This design comes from an exercise in tuning for small area and a short achievable clock period on the open sky130 flow, not from production work. RTL that was checked went through simulation tests only; none was proved equivalent to the original. Power is estimated from default activity; no workload was simulated.

==> job 6153: inputs <==
## awb_gain_est
module awb_gain_est #(
    parameter int ACC_W = 24,
    parameter int CNT_W = 16
) (
    input  logic            clk,
    input  logic            rst,
    input  logic            pix_valid_i,
    input  logic [1:0]      pix_color_i,
    input  logic [7:0]      pix_value_i,
    input  logic            pix_last_i,
    output logic [15:0]     K_R,
    output logic [15:0]     K_G,
    output logic [15:0]     K_B,
    output logic            valid_gain_o,
    output logic            busy_o,
    output logic            overrun_o
);
Settings: LEC_CHECK=0, CAP_MARGIN=20, CORE_MARGIN=2, CORE_UTILIZATION=40, CTS_BUF_LIST=sky130_fd_sc_hd__clkbuf_8, CTS_CLUSTER_DIAMETER=55, CTS_CLUSTER_SIZE=16, SLEW_MARGIN=20; clock period 13.0 ns.
standard.sh (not shown) runs the stock make flow with config.mk's settings and CLKGATE_MAP_FILE= SYNTH_SCRIPT=/design/flow/synth_recipe.tcl, a recipe that flattens the netlist after the stock synthesis.
==> flow/flow/run.sh <==
#!/bin/bash
# Standard layout, with fast port buffers and repair_timing asked for extra
# setup slack so the achieved period shrinks. Each make step's log lands in
# orfs/logs; make's own output goes to make_finish.log.
set -euo pipefail
bash standard.sh SETUP_SLACK_MARGIN=9.30 \
  "BUFFER_PORTS_ARGS=-buffer_cell sky130_fd_sc_hd__buf_4" \
  finish > make_finish.log 2>&1
==> job 6514 (differences from job 6153) <==
--- a/flow/flow/run.sh
+++ b/flow/flow/run.sh
@@ -5,3 +5,3 @@
 set -euo pipefail
-bash standard.sh SETUP_SLACK_MARGIN=9.30 \
+bash standard.sh SETUP_SLACK_MARGIN=9 \
   "BUFFER_PORTS_ARGS=-buffer_cell sky130_fd_sc_hd__buf_4" \
Settings changed: CELL_PAD_IN_SITES_DETAIL_PLACEMENT set to 0, CELL_PAD_IN_SITES_GLOBAL_PLACEMENT set to 0, CORE_UTILIZATION 40 to 60, PLACE_DENSITY set to 0.75.
==> job 9652 (differences from job 6153) <==
--- a/flow/flow/run.sh
+++ b/flow/flow/run.sh
@@ -5,3 +5,3 @@
 set -euo pipefail
-bash standard.sh SETUP_SLACK_MARGIN=9.30 \
+bash standard.sh SETUP_SLACK_MARGIN=9 \
   "BUFFER_PORTS_ARGS=-buffer_cell sky130_fd_sc_hd__buf_4" \
Settings changed: CELL_PAD_IN_SITES_DETAIL_PLACEMENT set to 0, CELL_PAD_IN_SITES_GLOBAL_PLACEMENT set to 0, CTS_BUF_LIST sky130_fd_sc_hd__clkbuf_8 to sky130_fd_sc_hd__clkbuf_16, CTS_CLUSTER_DIAMETER 55 to 80, CTS_CLUSTER_SIZE 16 to 26, PLACE_DENSITY set to 0.75.
==> run notes <==
- Job 6153 passed the timing, design-rule and antenna checks. Job 9652 finished clean. Job 6514 finished clean.
- Sequential power is about the same in job 9652 and job 6153.
- In job 6514 the count of clock-buffer cells in the layout is higher than in job 9652, by 16.
- The highest sequential share of layout area belongs to job 6514, the lowest to job 6153.
- Clock skew: job 6153 > job 9652 > job 6514.
- The lowest power belongs to job 9652, the highest to job 6153.
- Between job 6514 and job 9652, the lower global-route usage is in job 9652 (gap 11 points).
- In flip-flop and latch count, job 9652 and job 6153 do not differ.
- Core utilization, highest first: job 6514, job 6153, job 9652.
- In job 6153 the design area is larger than in job 6514, by 6.6%.
==> figures <==
Run status: job 6153 timing/DRC/antenna clean; job 6514 timing/DRC/antenna clean; job 9652 timing/DRC/antenna clean
Power spent charging and discharging nets: job 6153 2200 µW; job 6514 2130 µW; job 9652 2050 µW
Clock-net power: job 6153 816 µW; job 6514 768 µW; job 9652 834 µW
Amount of wire on met3 after detailed routing: job 6153 2350 µm; job 6514 4160 µm; job 9652 3280 µm
Number of well taps: job 6153 756; job 6514 511; job 9652 756
Setup Slack @ Placement: job 6153 7.98 ns; job 6514 7.66 ns; job 9652 7.94 ns
Initial Util: job 6153 40.7%; job 6514 61.0%; job 9652 40.7%
Slack of the worst reg-to-reg path: job 6153 9.14 ns; job 6514 9.06 ns; job 9652 9.12 ns
Placement-stage cell area: job 6153 23900 µm²; job 6514 23400 µm²; job 9652 23800 µm²
Seq power: job 6153 1750 µW; job 6514 1780 µW; job 9652 1730 µW
Peak VDD IR: job 6153 84.7 µV; job 6514 143 µV; job 9652 141 µV
Final-layout clock buffer total: job 6153 39; job 6514 40; job 9652 24
GRT Total Usage: job 6153 19.5%; job 6514 29.1%; job 9652 17.8%
Longest individual stage delay on the worst path: job 6153 0.48 ns; job 6514 0.54 ns; job 9652 0.57 ns
Fraction of the cycle the final worst path needs: job 6153 29.7%; job 6514 30.3%; job 9652 29.9%
Met3 Resource Use GR: job 6153 2.76%; job 6514 4.44%; job 9652 2.06%
Endpoint of the worst setup timing path: job 6153 valid_gain_o; job 6514 N_B[3]; job 9652 P_BB[13]
Clock share of power: job 6153 15.8%; job 6514 15.7%; job 9652 17.3%
Crit path time final: job 6153 3.86 ns; job 6514 3.94 ns; job 9652 3.88 ns

* * *

==> run a <==
awb_gain_est, a different RTL version from the one above (not shown whole).
Settings: LEC_CHECK=0, CAP_MARGIN=20, CORE_MARGIN=2, CORE_UTILIZATION=40, CTS_BUF_LIST=sky130_fd_sc_hd__clkbuf_8, CTS_CLUSTER_DIAMETER=55, CTS_CLUSTER_SIZE=16, SLEW_MARGIN=20; clock period 13.0 ns.
==> flow/flow/run.sh <==
#!/bin/bash
# Standard layout, with fast port buffers and repair_timing asked for extra
# setup slack so the achieved period shrinks. Each make step's log lands in
# orfs/logs; make's own output goes to make_finish.log.
set -euo pipefail
bash standard.sh SETUP_SLACK_MARGIN=9 \
  "BUFFER_PORTS_ARGS=-buffer_cell sky130_fd_sc_hd__buf_4" \
  finish > make_finish.log 2>&1
==> run b: changes against run a <==
--- a/flow/design.v
+++ b/flow/design.v
@@ -21,30 +21,38 @@
     logic close_w;
     assign close_w = pix_valid_i & pix_last_i;
     logic [2:0] p_hit;      
     logic [7:0] p_val;
     logic       p_ovr;      
+    logic       busy;       
     always_ff @(posedge clk) begin
         p_hit[0] <= pix_valid_i & (pix_color_i == 2'd0);
         p_hit[1] <= pix_valid_i & (pix_color_i == 2'd1);
         p_hit[2] <= pix_valid_i & (pix_color_i == 2'd2);
-        p_ovr    <= close_w & busy_o;
+        p_ovr    <= close_w & busy;
         p_val    <= pix_value_i;
     end
     logic [5:0] ctr, ctr_nx;
-    logic       ld;         
-    logic       fresh;      
+    logic       a_main;     
+    logic       a_side;     
+    logic [2:0] m_hit;      
     logic       last_c;     
     logic       first_c;    
     logic       mul_r, mul_b, div_r, div_b, div_p, cmp_r, cmp_b;
     logic       mulb_r, mulb_b;
-    assign ctr_nx = busy_o ? ctr + 6'd1 : 6'd0;
+    logic       div_r_d, div_b_d, div_p_d;
+    assign div_r_d = busy & (ctr >= 6'd18) & (ctr <= 6'd31);
+    assign div_b_d = busy & ~ctr[5] & ctr[4] & (ctr[3] | ctr[2] | ctr[1]);
+    assign div_p_d = busy & ((ctr == 6'd18) | (div_p & ~last_c));
+    assign ctr_nx = busy ? ctr + 6'd1 : 6'd0;
     always_ff @(posedge clk or posedge rst) begin
         if (rst) begin
             busy_o       <= 1'b0;
-            ld           <= 1'b0;
-            fresh        <= 1'b1;
+            busy         <= 1'b0;
+            a_main       <= 1'b0;
+            a_side       <= 1'b0;
+            m_hit        <= 3'b000;
             overrun_o    <= 1'b0;
             valid_gain_o <= 1'b0;
             last_c       <= 1'b0;
             first_c      <= 1'b0;
             mul_r        <= 1'b0;
@@ -55,35 +63,39 @@
             cmp_r        <= 1'b0;
             cmp_b        <= 1'b0;
             mulb_r       <= 1'b0;
             mulb_b       <= 1'b0;
         end else begin
-            fresh   <= 1'b0;
-            ld      <= last_c;
-            first_c <= ~busy_o & close_w;
-            last_c  <= busy_o & (ctr == 6'd31);
-            mul_r   <= busy_o & (ctr >= 6'd2) & (ctr <= 6'd17);
-            mul_b   <= busy_o & ((~ctr[5] & ~ctr[4] & (ctr[3] | ctr[2] | ctr[1])) |
+            a_main  <= ~last_c;
+            a_side  <= last_c & ~(close_w & busy);
+            for (int c = 0; c < 3; c++)
+                m_hit[c] <= (~busy | (last_c & ~close_w)) & pix_valid_i &
+                            (pix_color_i == 2'(c));
+            first_c <= ~busy & close_w;
+            last_c  <= busy & (ctr == 6'd31);
+            mul_r   <= busy & (ctr >= 6'd2) & (ctr <= 6'd17);
+            mul_b   <= busy & ((~ctr[5] & ~ctr[4] & (ctr[3] | ctr[2] | ctr[1])) |
                                  (ctr[5:1] == 5'b01000));
-            div_r   <= busy_o & (ctr >= 6'd18) & (ctr <= 6'd31);
-            div_b   <= busy_o & ~ctr[5] & ctr[4] & (ctr[3] | ctr[2] | ctr[1]);
-            div_p   <= busy_o & ((ctr == 6'd18) | (div_p & ~last_c));
-            cmp_r   <= busy_o & (ctr >= 6'd2) & (ctr <= 6'd31);
-            cmp_b   <= busy_o & ~ctr[5] & (ctr[4:1] != 4'd0);
-            mulb_r  <= busy_o & (ctr >= 6'd6) & (ctr <= 6'd17);
-            mulb_b  <= busy_o & ((~ctr[5] & ~ctr[4] & (ctr[3] | (ctr[2] & ctr[1]))) |
+            div_r   <= div_r_d;
+            div_b   <= div_b_d;
+            div_p   <= div_p_d;
+            cmp_r   <= busy & (ctr >= 6'd2) & (ctr <= 6'd31);
+            cmp_b   <= busy & ~ctr[5] & (ctr[4:1] != 4'd0);
+            mulb_r  <= busy & (ctr >= 6'd6) & (ctr <= 6'd17);
+            mulb_b  <= busy & ((~ctr[5] & ~ctr[4] & (ctr[3] | (ctr[2] & ctr[1]))) |
                                  (ctr[5:1] == 5'b01000));
-            if (close_w & busy_o)
+            if (close_w & busy)
                 overrun_o <= 1'b1;
             if (busy_o) begin
                 if (last_c) begin
                     busy_o       <= 1'b0;
                     valid_gain_o <= 1'b1;
                 end
             end else if (close_w) begin
                 busy_o <= 1'b1;
             end
+            busy <= busy ? ~last_c : close_w;
         end
     end
     always_ff @(posedge clk)
         ctr <= ctr_nx;
     logic [SW-1:0] side_s [3];
@@ -108,25 +120,21 @@
     end
     logic [23:0] S_R, S_G, S_B;
     logic [15:0] N_R, N_G, N_B;
     logic [23:0] s_nx [3];
     logic [15:0] n_nx [3];
-    logic take;           
-    logic zap;            
-    assign zap  = fresh | (ld & p_ovr);
-    assign take = (~busy_o | first_c | ld) & ~zap;
     logic [23:0] s_cur [3];
     logic [15:0] n_cur [3];
     assign s_cur[0] = S_R; assign s_cur[1] = S_G; assign s_cur[2] = S_B;
     assign n_cur[0] = N_R; assign n_cur[1] = N_G; assign n_cur[2] = N_B;
     for (genvar c = 0; c < 3; c++) begin : g_main
         logic [23:0] sb;
         logic [15:0] nb;
         logic        hit, co_s, co_n;
-        assign hit = take & p_hit[c];
-        assign sb  = zap ? '0 : ld ? 24'(side_s[c]) : s_cur[c];
-        assign nb  = zap ? '0 : ld ? 16'(side_n[c]) : n_cur[c];
+        assign hit = m_hit[c];
+        assign sb  = (a_side ? 24'(side_s[c]) : 24'd0) | (a_main ? s_cur[c] : 24'd0);
+        assign nb  = (a_side ? 16'(side_n[c]) : 16'd0) | (a_main ? n_cur[c] : 16'd0);
         awb_bk_add #(24) u_s (.a(sb), .b(hit ? 24'(p_val) : 24'd0), .ci(1'b0),
                               .s(s_nx[c]), .co(co_s));
         awb_bk_add #(16) u_n (.a(nb), .b(16'd0), .ci(hit), .s(n_nx[c]), .co(co_n));
     end
     logic [23:0] P_AR, P_AB;
@@ -149,36 +157,37 @@
                             .s(t_br[17:1]), .co(co_br));
     awb_bk_add #(17) u_mbb (.a({1'b0, cs_s_b[16:1]}), .b(cs_c_b), .ci(1'b0),
                             .s(t_bb[17:1]), .co(co_bb));
     assign t_br[0] = cs_s_r[0];
     assign t_bb[0] = cs_s_b[0];
-    logic [5:0]  E_R, E_B;
-    logic [45:0] rem_r, rem_b, op_r, op_b, sm_r, sm_b;
+    logic [4:0]  E_R, E_B;
+    logic [44:0] rem_r, rem_b;
+    logic [45:0] op_r, op_b, pre_r, pre_b, sm_r, sm_b;
     logic [39:0] d_r, d_b;
-    logic        sg_r, sg_b, co_r, co_b;
-    logic        sx_r, sx_b;      
+    logic        co_r, co_b;
+    logic        iv_r0, iv_r1, iv_b0, iv_b1;
     assign rem_r = {E_R, N_R, P_AR};
     assign rem_b = {E_B, N_B, P_AB};
     assign d_r   = {P_BR, S_R};
     assign d_b   = {P_BB, S_B};
-    assign sg_r  = E_R[5];
-    assign sg_b  = E_B[5];
     always_comb begin
-        op_r = '0;
-        op_b = '0;
+        pre_r = '0;
+        pre_b = '0;
         if (div_r)
-            op_r = {1'b0, d_r, 5'd0} ^ {{23{~sg_r}}, {23{~sx_r}}};
+            pre_r = {1'b0, d_r, 5'd0};
         else if (mul_r)
-            op_r[23:0] = N_R[15] ? S_G : 24'd0;
+            pre_r[23:0] = N_R[15] ? S_G : 24'd0;
         if (div_b)
-            op_b = {1'b0, d_b, 5'd0} ^ {{23{~sg_b}}, {23{~sx_b}}};
+            pre_b = {1'b0, d_b, 5'd0};
         else if (mul_b)
-            op_b[23:0] = N_B[15] ? S_G : 24'd0;
-    end
-    awb_bk_add #(46) u_ar (.a({rem_r[44:0], 1'b0}), .b(op_r), .ci(div_r & ~sg_r),
+            pre_b[23:0] = N_B[15] ? S_G : 24'd0;
+    end
+    assign op_r = pre_r ^ {{23{iv_r0}}, {23{iv_r1}}};
+    assign op_b = pre_b ^ {{23{iv_b0}}, {23{iv_b1}}};
+    awb_hc_add #(46) u_ar (.a({rem_r, 1'b0}), .b(op_r), .ci(iv_r1),
                            .s(sm_r), .co(co_r));
-    awb_bk_add #(46) u_ab (.a({rem_b[44:0], 1'b0}), .b(op_b), .ci(div_b & ~sg_b),
+    awb_hc_add #(46) u_ab (.a({rem_b, 1'b0}), .b(op_b), .ci(iv_b1),
                            .s(sm_b), .co(co_b));
     always_ff @(posedge clk) begin
         S_R <= mulb_r ? {t_br[1:0], S_R[23:2]} : s_nx[0];
         S_B <= mulb_b ? {t_bb[1:0], S_B[23:2]} : s_nx[2];
         S_G <= div_b ? {s_nx[1][23:13], S_G[11:0], ~sm_b[45]} : s_nx[1];
@@ -187,14 +196,16 @@
         N_B <= cmp_b ? sm_b[39:24] : n_nx[2];
     end
     always_ff @(posedge clk) begin
         P_AR <= cmp_r ? sm_r[23:0] : 24'd0;
         P_AB <= cmp_b ? sm_b[23:0] : 24'd0;
-        E_R  <= div_p ? sm_r[45:40] : 6'd0;
-        E_B  <= div_p ? sm_b[45:40] : 6'd0;
-        sx_r <= div_r & sm_r[45];
-        sx_b <= div_b & sm_b[45];
+        E_R  <= div_p ? sm_r[44:40] : 5'd0;
+        E_B  <= div_p ? sm_b[44:40] : 5'd0;
+        iv_r0 <= div_r_d & ~sm_r[45];
+        iv_r1 <= div_p_d & ~sm_r[45];
+        iv_b0 <= div_b_d & ~sm_b[45];
+        iv_b1 <= div_p_d & ~sm_b[45];
         if (mulb_r)
             P_BR <= t_br[17:2];
         else if (~div_p)
             P_BR <= '0;
         if (mulb_b)
@@ -264,5 +275,52 @@
     for (genvar i = 0; i < W; i++) begin : g_s
         assign s[i] = x[i+1] ^ g[i];
     end
     assign co = g[W];
 endmodule
+module awb_hc_add #(
+    parameter int W = 8
+) (
+    input  logic [W-1:0] a,
+    input  logic [W-1:0] b,
+    input  logic         ci,
+    output logic [W-1:0] s,
+    output logic         co
+);
+    localparam int N = W + 1;
+    localparam int L = (N <= 2) ? 1 : (N <= 4) ? 2 : (N <= 8) ? 3 :
+                       (N <= 16) ? 4 : (N <= 32) ? 5 : (N <= 64) ? 6 : 7;
+    logic [W:0] g, p, x, gn, pn;
+    always_comb begin
+        g[0] = ci;
+        p[0] = 1'b0;
+        x[0] = 1'b0;
+        for (int i = 0; i < W; i++) begin
+            g[i+1] = a[i] & b[i];
+            p[i+1] = a[i] ^ b[i];
+            x[i+1] = a[i] ^ b[i];
+        end
+        for (int i = 1; i < N; i += 2) begin
+            g[i] = g[i] | (p[i] & g[i-1]);
+            p[i] = p[i] & p[i-1];
+        end
+        for (int l = 1; l < L; l++) begin
+            gn = g;
+            pn = p;
+            for (int i = 1; i < N; i += 2)
+                if (i - (1 << l) >= 0) begin
+                    gn[i] = g[i] | (p[i] & g[i - (1 << l)]);
+                    pn[i] = p[i] & p[i - (1 << l)];
+                end
+            g = gn;
+            p = pn;
+        end
+        for (int i = 2; i < N; i += 2) begin
+            g[i] = g[i] | (p[i] & g[i-1]);
+            p[i] = p[i] & p[i-1];
+        end
+    end
+    for (genvar i = 0; i < W; i++) begin : g_s
+        assign s[i] = x[i+1] ^ g[i];
+    end
+    assign co = g[W];
+endmodule
- CELL_PAD_IN_SITES_DETAIL_PLACEMENT: default -> 0
- CELL_PAD_IN_SITES_GLOBAL_PLACEMENT: default -> 0
- PLACE_DENSITY: default -> 0.75
==> run c: changes against run a <==
--- a/flow/design.v
+++ b/flow/design.v
@@ -29,22 +29,24 @@
         p_hit[2] <= pix_valid_i & (pix_color_i == 2'd2);
         p_ovr    <= close_w & busy_o;
         p_val    <= pix_value_i;
     end
     logic [5:0] ctr, ctr_nx;
-    logic       ld;         
-    logic       fresh;      
+    logic [2:0] a_main;     
+    logic [2:0] a_side;     
+    logic [2:0] m_hit;      
     logic       last_c;     
     logic       first_c;    
     logic       mul_r, mul_b, div_r, div_b, div_p, cmp_r, cmp_b;
     logic       mulb_r, mulb_b;
     assign ctr_nx = busy_o ? ctr + 6'd1 : 6'd0;
     always_ff @(posedge clk or posedge rst) begin
         if (rst) begin
             busy_o       <= 1'b0;
-            ld           <= 1'b0;
-            fresh        <= 1'b1;
+            a_main       <= 3'b000;
+            a_side       <= 3'b000;
+            m_hit        <= 3'b000;
             overrun_o    <= 1'b0;
             valid_gain_o <= 1'b0;
             last_c       <= 1'b0;
             first_c      <= 1'b0;
             mul_r        <= 1'b0;
@@ -55,12 +57,19 @@
             cmp_r        <= 1'b0;
             cmp_b        <= 1'b0;
             mulb_r       <= 1'b0;
             mulb_b       <= 1'b0;
         end else begin
-            fresh   <= 1'b0;
-            ld      <= last_c;
+            a_main[0] <= ~last_c;
+            a_main[1] <= ~(busy_o & (ctr == 6'd32));
+            a_main[2] <= ~(busy_o & ctr[5] & ~ctr[0]);
+            a_side[0] <= last_c & ~(close_w & busy_o);
+            a_side[1] <= busy_o & (ctr == 6'd32) & ~close_w;
+            a_side[2] <= busy_o & ctr[5] & ~ctr[0] & ~(pix_valid_i & pix_last_i);
+            for (int c = 0; c < 3; c++)
+                m_hit[c] <= (~busy_o | (last_c & ~close_w)) & pix_valid_i &
+                            (pix_color_i == 2'(c));
             first_c <= ~busy_o & close_w;
             last_c  <= busy_o & (ctr == 6'd31);
             mul_r   <= busy_o & (ctr >= 6'd2) & (ctr <= 6'd17);
             mul_b   <= busy_o & ((~ctr[5] & ~ctr[4] & (ctr[3] | ctr[2] | ctr[1])) |
                                  (ctr[5:1] == 5'b01000));
@@ -108,25 +117,21 @@
     end
     logic [23:0] S_R, S_G, S_B;
     logic [15:0] N_R, N_G, N_B;
     logic [23:0] s_nx [3];
     logic [15:0] n_nx [3];
-    logic take;           
-    logic zap;            
-    assign zap  = fresh | (ld & p_ovr);
-    assign take = (~busy_o | first_c | ld) & ~zap;
     logic [23:0] s_cur [3];
     logic [15:0] n_cur [3];
     assign s_cur[0] = S_R; assign s_cur[1] = S_G; assign s_cur[2] = S_B;
     assign n_cur[0] = N_R; assign n_cur[1] = N_G; assign n_cur[2] = N_B;
     for (genvar c = 0; c < 3; c++) begin : g_main
         logic [23:0] sb;
         logic [15:0] nb;
         logic        hit, co_s, co_n;
-        assign hit = take & p_hit[c];
-        assign sb  = zap ? '0 : ld ? 24'(side_s[c]) : s_cur[c];
-        assign nb  = zap ? '0 : ld ? 16'(side_n[c]) : n_cur[c];
+        assign hit = m_hit[c];
+        assign sb  = (a_side[c] ? 24'(side_s[c]) : 24'd0) | (a_main[c] ? s_cur[c] : 24'd0);
+        assign nb  = (a_side[c] ? 16'(side_n[c]) : 16'd0) | (a_main[c] ? n_cur[c] : 16'd0);
         awb_bk_add #(24) u_s (.a(sb), .b(hit ? 24'(p_val) : 24'd0), .ci(1'b0),
                               .s(s_nx[c]), .co(co_s));
         awb_bk_add #(16) u_n (.a(nb), .b(16'd0), .ci(hit), .s(n_nx[c]), .co(co_n));
     end
     logic [23:0] P_AR, P_AB;
@@ -172,13 +177,13 @@
         if (div_b)
             op_b = {1'b0, d_b, 5'd0} ^ {{23{~sg_b}}, {23{~sx_b}}};
         else if (mul_b)
             op_b[23:0] = N_B[15] ? S_G : 24'd0;
     end
-    awb_bk_add #(46) u_ar (.a({rem_r[44:0], 1'b0}), .b(op_r), .ci(div_r & ~sg_r),
+    awb_hc_add #(46) u_ar (.a({rem_r[44:0], 1'b0}), .b(op_r), .ci(div_r & ~sg_r),
                            .s(sm_r), .co(co_r));
-    awb_bk_add #(46) u_ab (.a({rem_b[44:0], 1'b0}), .b(op_b), .ci(div_b & ~sg_b),
+    awb_hc_add #(46) u_ab (.a({rem_b[44:0], 1'b0}), .b(op_b), .ci(div_b & ~sg_b),
                            .s(sm_b), .co(co_b));
     always_ff @(posedge clk) begin
         S_R <= mulb_r ? {t_br[1:0], S_R[23:2]} : s_nx[0];
         S_B <= mulb_b ? {t_bb[1:0], S_B[23:2]} : s_nx[2];
         S_G <= div_b ? {s_nx[1][23:13], S_G[11:0], ~sm_b[45]} : s_nx[1];
@@ -264,5 +269,52 @@
     for (genvar i = 0; i < W; i++) begin : g_s
         assign s[i] = x[i+1] ^ g[i];
     end
     assign co = g[W];
 endmodule
+module awb_hc_add #(
+    parameter int W = 8
+) (
+    input  logic [W-1:0] a,
+    input  logic [W-1:0] b,
+    input  logic         ci,
+    output logic [W-1:0] s,
+    output logic         co
+);
+    localparam int N = W + 1;
+    localparam int L = (N <= 2) ? 1 : (N <= 4) ? 2 : (N <= 8) ? 3 :
+                       (N <= 16) ? 4 : (N <= 32) ? 5 : (N <= 64) ? 6 : 7;
+    logic [W:0] g, p, x, gn, pn;
+    always_comb begin
+        g[0] = ci;
+        p[0] = 1'b0;
+        x[0] = 1'b0;
+        for (int i = 0; i < W; i++) begin
+            g[i+1] = a[i] & b[i];
+            p[i+1] = a[i] ^ b[i];
+            x[i+1] = a[i] ^ b[i];
+        end
+        for (int i = 1; i < N; i += 2) begin
+            g[i] = g[i] | (p[i] & g[i-1]);
+            p[i] = p[i] & p[i-1];
+        end
+        for (int l = 1; l < L; l++) begin
+            gn = g;
+            pn = p;
+            for (int i = 1; i < N; i += 2)
+                if (i - (1 << l) >= 0) begin
+                    gn[i] = g[i] | (p[i] & g[i - (1 << l)]);
+                    pn[i] = p[i] & p[i - (1 << l)];
+                end
+            g = gn;
+            p = pn;
+        end
+        for (int i = 2; i < N; i += 2) begin
+            g[i] = g[i] | (p[i] & g[i-1]);
+            p[i] = p[i] & p[i-1];
+        end
+    end
+    for (genvar i = 0; i < W; i++) begin : g_s
+        assign s[i] = x[i+1] ^ g[i];
+    end
+    assign co = g[W];
+endmodule
==> run d: changes against run a <==
- CTS_BUF_LIST: sky130_fd_sc_hd__clkbuf_8 -> default
- CTS_CLUSTER_DIAMETER: 55 -> default
- CTS_CLUSTER_SIZE: 16 -> default
- GPL_TIMING_DRIVEN: default -> 1
==> key figures <==
Outcome
  – Status: timing/DRC/antenna clean

Layout
  – Share of cells above drive strength 1: approximately 13%
  – Antenna cells: 1
  – Seq/total area: about 28%
  – Number of signal-net inverters in the final layout: 108

Setup path
  – R2R Setup Slk: around 9.0 ns

Yosys
  – Complex-gate fraction of the synthesized area: a little over a tenth
  – Post-Synth Adder-Cell Area: between 20% and 30%
  – Syn_area_per_cell: 9.669 um^2

Routing
  – Via density per instance: around 5.2

Placement
  – Placer Congestion: roughly 0.86

Clocking
  – Clock latency (worst-skew pair): ~0.66 ns

STA
  – Worst setup margin: around 9 ns
The numbers above come from run a.

==> key figures <==
STA
  – Worst setup margin: around 9 ns
  – Clk_skew: between 0.04 and 0.05 ns

Placement
  – Placer Congestion: around 0.89

Setup path
  – R2R Setup Slk: around 9 ns

Yosys
  – Post-Synth Adder-Cell Area: a little under a quarter
  – Syn_area_per_cell: between 9 and 10 um^2
  – Complex-gate fraction of the synthesized area: 12.56%

Layout
  – Seq/total area: between 20% and 30%
  – Number of signal-net inverters in the final layout: 155
  – Antenna cells: 2

Outcome
  – Status: timing/DRC/antenna clean

Routing
  – Via density per instance: 5.209
The numbers above come from run b.

==> key figures <==
Outcome
  – Status: timing/DRC/antenna clean

Power and ir drop
  – Peak VDD IR: 129.1 uV
  – Power per cell area: roughly 200 nW/um^2

Yosys
  – Complex-gate fraction of the synthesized area: 10.42%
  – Syn_area_per_cell: 9.669 um^2
  – Post-Synth Adder-Cell Area: 22.51%

Layout
  – Share of cells above drive strength 1: ~13%
  – Seq/total area: a little over a quarter
  – Antenna cells: 0

STA
  – RSZ-0062 raised after global routing: true
  – Fin Setup TNS: 0 ns
  – Worst setup margin: about 9 ns

GRT
  – Initial antenna violation count: 2

Placement
  – Placer Congestion: 0.8598

Setup path
  – R2R Setup Slk: about 9.0 ns

Routing
  – Via density per instance: 5.234

Clocking
  – Clock latency (worst-skew pair): between 0.5 and 0.6 ns
The numbers above come from run d.

==> key figures <==
Layout
  – Share of cells above drive strength 1: between 10% and 20%
  – Seq/total area: about 28%
  – Antenna cells: 1
  – Number of signal-net inverters in the final layout: roughly 150

Outcome
  – Status: timing/DRC/antenna clean

Routing
  – Via density per instance: 5.256

Clocking
  – Clock latency (worst-skew pair): about 0.66 ns

Yosys
  – Post-Synth Adder-Cell Area: about 22%
  – Complex-gate fraction of the synthesized area: between 10 and 15%
  – Syn_area_per_cell: roughly 9.4 um^2

Setup path
  – R2R Setup Slk: around 9 ns

Placement
  – Placer Congestion: ~0.85

STA
  – Slew @ Worst Pin: between 0.9 and 1 ns
  – Worst setup margin: around 9 ns
The numbers above come from run c.

No functional check of the RTL was part of any run of this note.

-- static timing again, ports no longer ideal --
The flow's constraints put no driver on any port. The routed layouts listed below were extracted and timed again, unchanged, in two steps.
Step 1: set_driving_cell puts a clkbuf_16 on clk and a buf_2 on each other input, an assumption about the parent block.
Step 2 moves the port delays by t, midway between the first and last clock arrival at a register: inputs arrive t later, outputs are due t later. That takes back most of the time a late clock gives input paths.
Slacks: ideal / step 1 / step 2; pairs: ideal / step 1.
run	shift t [ns]	setup slack, ns	worst setup path at the end
job 6153	0.683	9.140 / 9.083 / 9.142	register to register
job 6514	0.639	9.061 / 9.061 / 9.061	register to register
job 9652	0.620	9.118 / 9.097 / 9.118	register to register
run a	0.696	9.002 / 9.002 / 9.002	register to register
run b	0.659	9.042 / 9.042 / 9.042	register to register
run c	0.691	8.891 / 8.891 / 8.891	register to register
run d	0.627	9.034 / 8.988 / 9.034	register to register
After both steps every run listed still meets setup and hold.
